What follows belongs to an exercise in optimizing a design on an open flow for small area, a short achievable clock period and few clock cycles; a production flow would make more cautious choices.
Only simulation tests tie the RTL to the original design; equivalence was not proved.
No activity file was given, so power comes from the tool's default toggle rates.

## raven
// ordered_list_store
module ordered_list_store (
    input  wire logic                       i_clk,
    input  wire logic                       i_rst_n,
    input  wire logic                       i_in_valid,
    output logic                            o_in_stall,
    input  wire logic [1:0]                 i_kind,
    input  wire logic [ols_pkg::FLD_W-1:0]  i_position,
    input  wire ols_pkg::t_value            i_value,
    output logic                            o_out_valid,
    input  wire logic                       i_out_stall,
    output logic [1:0]                      o_status,
    output logic [ols_pkg::FLD_W-1:0]       o_found_at,
    output logic [ols_pkg::FLD_W-1:0]       o_length
);
Size in the first run: roughly 1200 flip-flops, about 63 I/O pins, roughly 0.062 mm^2 of cells after synthesis.
==> flow/config.mk <==
export PLATFORM = sky130hd
export DESIGN_NAME = ordered_list_store
export DESIGN_NICKNAME = ordered_list_store
export VERILOG_FILES = /design/flow/design.v
export SDC_FILE = /design/flow/constraint.sdc
export NUM_CORES = 4
export LEC_CHECK = 0
export CAP_MARGIN = 10
export CELL_PAD_IN_SITES_DETAIL_PLACEMENT = 1
export CELL_PAD_IN_SITES_GLOBAL_PLACEMENT = 1
export CORE_MARGIN = 2
export CORE_UTILIZATION = 45
export CTS_CLUSTER_DIAMETER = 300
export CTS_CLUSTER_SIZE = 20
export SETUP_SLACK_MARGIN = 2.65
export SLEW_MARGIN = 10
==> flow/constraint.sdc <==
create_clock -name core_clock -period 5.0 [get_ports {i_clk}]
set_input_delay 1.0000 -clock core_clock [delete_from_list [all_inputs] [get_ports {i_clk}]]
set_output_delay 1.0000 -clock core_clock [all_outputs]
set_load 0.01 [all_outputs]
standard.sh (not shown) runs the stock make flow with config.mk's settings and CLKGATE_MAP_FILE= SYNTH_SCRIPT=/design/flow/synth_recipe.tcl, a recipe that flattens the netlist after the stock synthesis.
==> flow/flow/run.sh <==
#!/bin/bash
# The standard ORFS layout (standard.sh, standard synthesis unchanged) with two changes:
#  - the port buffers are sky130_fd_sc_hd__buf_4 instead of the delay cell buffer_ports picks
#    by default, so the paths from the inputs and to the outputs are not slowed by them;
#  - timing repair may resize a cell to one of another footprint (MATCH_CELL_FOOTPRINT 0).
# make's full output goes to standard.log here; ORFS keeps each step's log under orfs/logs/.
set -euo pipefail
bash standard.sh MATCH_CELL_FOOTPRINT=0 "BUFFER_PORTS_ARGS=-buffer_cell sky130_fd_sc_hd__buf_4" finish > standard.log 2>&1
raven completed every stage of the flow, and the final layout passed the timing, design-rule and antenna checks.
Testbench counts of raven, summed over its fixed seeds: cycles 12,024.
--- input diff raven..fjord ---
# raven
export LEC_CHECK = 0
export CAP_MARGIN = 10
export CELL_PAD_IN_SITES_DETAIL_PLACEMENT = 1
export CELL_PAD_IN_SITES_GLOBAL_PLACEMENT = 1
export CORE_MARGIN = 2
export CORE_UTILIZATION = 45
export CTS_CLUSTER_DIAMETER = 300
export CTS_CLUSTER_SIZE = 20
export SETUP_SLACK_MARGIN = 2.65
export SLEW_MARGIN = 10
create_clock -name core_clock -period 5.0 [get_ports {i_clk}]
# fjord
export LEC_CHECK = 0
export CAP_MARGIN = 20
export CELL_PAD_IN_SITES_DETAIL_PLACEMENT = 1
export CELL_PAD_IN_SITES_GLOBAL_PLACEMENT = 1
export CORE_MARGIN = 2
export CORE_UTILIZATION = 45
export CTS_CLUSTER_DIAMETER = 300
export CTS_CLUSTER_SIZE = 20
export SETUP_SLACK_MARGIN = 2.72
export SLEW_MARGIN = 20
create_clock -name core_clock -period 5.0 [get_ports {i_clk}]
==> comparison <==
- Against raven, the final cell area of fjord is higher.
- There was hardly any difference in count of state elements after synthesis between raven and fjord.
- fjord vs. raven: final critical delay including setup and external delays down 35 ps; portion of netlist area occupied by mux cells flat; clock latency reported for the late side of the worst-skew pair flat; total power of the final layout flat.
- Between raven and fjord, the post-route worst setup slack is higher for fjord.
- fjord ended up with a higher area growth from synthesis to layout than raven did.
- [compare] base=raven new=fjord: flip-flop and latch share of the layout cell area was more or less identical, slew of the pin with the lowest slew margin dropped 85 ps.

## what the ideal ports hide
How much do the figures lean on ideal ports? The routed layouts below were timed once more, with nothing changed but the port constraints. Step 1 assumes that a clkbuf_16 drives the clock port and a buf_2 every other input. Step 2 times the ports against the registers' clock, not the clock port: input delays grow and output delays shrink by t, the midpoint of the rising clock arrivals with the driver on. Three values: ideal, step 1, step 2; two values: the first two.
| run | t (ns) | setup slack, ns | cell pins on the clock port's net |
|---|---|---|---|
| raven | 0.788 | 2.614 / 2.544 / 2.013 | 1 |
| fjord | 0.778 | 2.649 / 2.567 / 1.960 | 1 |
After both steps setup and hold are still met in every run listed. For fjord, which loses most, drivers alone change the setup slack by -0.082 ns; drivers and shift together by -0.689 ns.
